This design comes from an exercise in tuning for small area and a short achievable clock period on the open sky130 flow, not from production work. The RTL was checked by simulation tests, not by an equivalence proof against the original design. Power and IR drop assume default switching activity.

## exp/zinc
// statevec_collector
module statevec_collector #(
    parameter int AMP_WIDTH = qsof_pkg::AMP_WIDTH_DEF,
    parameter int N_QUBIT   = qsof_pkg::N_QUBIT_DEF
) (
    input  logic                        clk,
    input  logic                        aclr,
    input  logic                        clk_en,
    input  logic                        start,
    input  logic                        valid_in,
    input  logic signed [AMP_WIDTH-1:0] amp_in_real,
    input  logic signed [AMP_WIDTH-1:0] amp_in_img,
    input  logic        [N_QUBIT-1:0]   state_in,
    input  logic                        rd_en,
    input  logic        [N_QUBIT-1:0]   rd_addr,
    output logic signed [AMP_WIDTH-1:0] rd_amp_real,
    output logic signed [AMP_WIDTH-1:0] rd_amp_img,
    output logic                        rd_valid,
    output logic        [N_QUBIT:0]     count,
    output logic                        busy,
    output logic                        frame_done,
    output logic                        dup_err,
    output logic                        stray_err
);
Settings: LEC_CHECK=0, CAP_MARGIN=20, CORE_MARGIN=2, CORE_UTILIZATION=55, CTS_CLUSTER_DIAMETER=100, CTS_CLUSTER_SIZE=24, SETUP_SLACK_MARGIN=1.1, SLEW_MARGIN=20, TNS_END_PERCENT=5; clock period 2.8 ns.
standard.sh (not shown) runs the stock make flow with config.mk's settings and CLKGATE_MAP_FILE= SYNTH_SCRIPT=/design/flow/synth_recipe.tcl, a recipe that flattens the netlist after the stock synthesis.
==> flow/flow/run.sh <==
#!/bin/bash
# The standard layout (the standard.sh: ORFS synthesis through finish, with
# config.mk's settings), with two make variables added on its command line:
#  - BUFFER_PORTS_ARGS: every input and output port still gets its own buffer,
#    but a buf_4 instead of the slow delay cell port buffering otherwise picks;
#  - DONT_USE_CELLS: the platform's don't-use list plus the largest plain buffers,
#    so fanout trees are built from smaller buffers.
# make's output goes to orfs_make.log here (ORFS's own logs are under orfs/logs).
set -euo pipefail
DU="sky130_fd_sc_hd__probe_p_8 sky130_fd_sc_hd__probec_p_8 sky130_fd_sc_hd__lpflow_bleeder_1 sky130_fd_sc_hd__lpflow_clkbufkapwr_1 sky130_fd_sc_hd__lpflow_clkbufkapwr_16 sky130_fd_sc_hd__lpflow_clkbufkapwr_2 sky130_fd_sc_hd__lpflow_clkbufkapwr_4 sky130_fd_sc_hd__lpflow_clkbufkapwr_8 sky130_fd_sc_hd__lpflow_clkinvkapwr_1 sky130_fd_sc_hd__lpflow_clkinvkapwr_16 sky130_fd_sc_hd__lpflow_clkinvkapwr_2 sky130_fd_sc_hd__lpflow_clkinvkapwr_4 sky130_fd_sc_hd__lpflow_clkinvkapwr_8 sky130_fd_sc_hd__lpflow_decapkapwr_12 sky130_fd_sc_hd__lpflow_decapkapwr_3 sky130_fd_sc_hd__lpflow_decapkapwr_4 sky130_fd_sc_hd__lpflow_decapkapwr_6 sky130_fd_sc_hd__lpflow_decapkapwr_8 sky130_fd_sc_hd__lpflow_inputiso0n_1 sky130_fd_sc_hd__lpflow_inputiso0p_1 sky130_fd_sc_hd__lpflow_inputiso1n_1 sky130_fd_sc_hd__lpflow_inputiso1p_1 sky130_fd_sc_hd__lpflow_inputisolatch_1 sky130_fd_sc_hd__lpflow_isobufsrc_1 sky130_fd_sc_hd__lpflow_isobufsrc_16 sky130_fd_sc_hd__lpflow_isobufsrc_2 sky130_fd_sc_hd__lpflow_isobufsrc_4 sky130_fd_sc_hd__lpflow_isobufsrc_8 sky130_fd_sc_hd__lpflow_isobufsrckapwr_16 sky130_fd_sc_hd__lpflow_lsbuf_lh_hl_isowell_tap_1 sky130_fd_sc_hd__lpflow_lsbuf_lh_hl_isowell_tap_2 sky130_fd_sc_hd__lpflow_lsbuf_lh_hl_isowell_tap_4 sky130_fd_sc_hd__lpflow_lsbuf_lh_isowell_4 sky130_fd_sc_hd__lpflow_lsbuf_lh_isowell_tap_1 sky130_fd_sc_hd__lpflow_lsbuf_lh_isowell_tap_2 sky130_fd_sc_hd__lpflow_lsbuf_lh_isowell_tap_4  sky130_fd_sc_hd__buf_12 sky130_fd_sc_hd__buf_16"
bash standard.sh "BUFFER_PORTS_ARGS=-buffer_cell sky130_fd_sc_hd__buf_4" "DONT_USE_CELLS=$DU" finish > orfs_make.log 2>&1
[inputs] exp/lagoon vs exp/zinc
==> flow/run.sh (new file) <==
#!/bin/bash
# synth_recipe.tcl (not shown) runs the flow's synth.tcl, then flattens the netlist and writes it again
# the make line also repeats each setting of config.mk as NAME=value (left out here)
make -C /OpenROAD-flow-scripts/flow DESIGN_CONFIG=/design/flow/config.mk WORK_HOME=/design/flow/orfs CLKGATE_MAP_FILE= SYNTH_SCRIPT=/design/flow/synth_recipe.tcl finish
--- a/flow/config.mk
+++ b/flow/config.mk
@@ -12,3 +12,3 @@
 export CTS_CLUSTER_SIZE = 24
-export SETUP_SLACK_MARGIN = 1.1
+export SETUP_SLACK_MARGIN = 0.9
 export SLEW_MARGIN = 20
removed: flow/flow/run.sh
removed: flow/standard.sh
--- outcome ---
- Going from exp/zinc to exp/lagoon, sequential fraction of design power -1.0 points, part of the cycle the worst path needs fell by 1.7 points, cell count went down by 2.5%.
- [compare] base=exp/zinc new=exp/lagoon: design area +about 4.5%, share of the final layout cell area in sequential cells decreased by 3.0 points relative to the old numbers, final core area utilization has increased, amount of wire on met3 after detailed routing went down about 7.5%, power consumption picked up an extra 780 µW.
- Top layer used by detailed routing = met5: exp/zinc; top layer used by detailed routing = met4: exp/lagoon
Relative to exp/lagoon, the following input files were edited for exp/willow:
--- a/flow/config.mk
+++ b/flow/config.mk
@@ -9,3 +9,3 @@
 export CORE_MARGIN = 2
-export CORE_UTILIZATION = 55
+export CORE_UTILIZATION = 70
 export CTS_CLUSTER_DIAMETER = 100
### Flow results
exp/willow: flow completed, timing, DRC and antenna clean
Any difference in post-synth design cell area between exp/lagoon and exp/willow is small enough to ignore.
Diff exp/lagoon and exp/willow: part of the power in combinational logic higher in exp/lagoon
Number of cells upsized or downsized after cts for exp/willow: about 5% up relative to exp/lagoon
Total power: exp/willow below exp/lagoon
What exp/lagoon reported for die area has to be multiplied by 0.79 to get the figure for exp/willow.
From exp/lagoon to exp/willow the numbers moved as follows: ratio of final minimum period to clock period now larger; required time reported for the critical path endpoint comparable; violation count after the first detailed-route iteration now larger; final setup slack of the worst path now smaller.
Re share of synthesized registers carrying an async set or reset: no difference whatsoever between exp/lagoon and exp/willow.
> inputs changed (exp/willow -> exp/onyx)
--- a/flow/config.mk
+++ b/flow/config.mk
@@ -9,7 +9,6 @@
 export CORE_MARGIN = 2
-export CORE_UTILIZATION = 70
+export CORE_UTILIZATION = 55
 export CTS_CLUSTER_DIAMETER = 100
 export CTS_CLUSTER_SIZE = 24
-export SETUP_SLACK_MARGIN = 0.9
+export SETUP_SLACK_MARGIN = 1.2
 export SLEW_MARGIN = 20
-export TNS_END_PERCENT = 5
Placement-stage worst setup slack was lower in exp/onyx than in exp/willow.
The cell area power density number comes out higher for exp/willow vs exp/onyx.
Between exp/onyx and exp/willow, the fmax does not differ in any meaningful way.
In exp/onyx relative to exp/willow, detailed-route vias per instance had gone down by a little under 10%.
exp/willow has lower summed area of non-filler cells in the final layout than exp/onyx.
Max smallest setup slack after layout across exp/onyx and exp/willow: exp/willow
STATUS clock skew: exp/onyx loses against exp/willow
Going from exp/willow to exp/onyx, sequential share of layout area has decreased; fraction of met1 tracks used by global routing has decreased.

## port drivers added, routing unchanged
In the flow no input, the clock included, has a driving cell. The finished layouts below were timed again as built, in two steps.
Step 1: set_driving_cell puts a clkbuf_16 on clk and a buf_2 on each other input, an assumption about the parent block.
Step 2, shift: input delay + t, output delay - t, t = (earliest + latest rising clock arrival at the registers) / 2. This alone moves slack from input paths to output paths.
a / b / c = ideal ports / drivers / drivers and shift; a / b = the first two.
| run | t (ns) | setup slack, ns | hold WS [ns] | worst setup path at the end | cell pins on the clock port's net |
|---|---|---|---|---|---|
| exp/zinc | 0.832 | 0.700 / 0.621 / -0.006 | 0.169 / 0.119 / 0.458 | input to register | 1 |
| exp/lagoon | 0.841 | 0.746 / 0.660 / 0.016 | 0.437 / 0.370 / 0.481 | input to register | 1 |
| exp/willow | 0.814 | 0.731 / 0.653 / -0.017 | 0.429 / 0.371 / 0.466 | input to register | 1 |
| exp/onyx | 0.833 | 0.727 / 0.643 / -0.028 | 0.337 / 0.293 / 0.490 | input to register | 1 |
With both steps, setup timing fails in exp/zinc, exp/willow and exp/onyx, where it was met with ideal ports. The setup slack of exp/onyx, which loses most, moves by -0.084 ns with the drivers and by -0.755 ns with both steps.
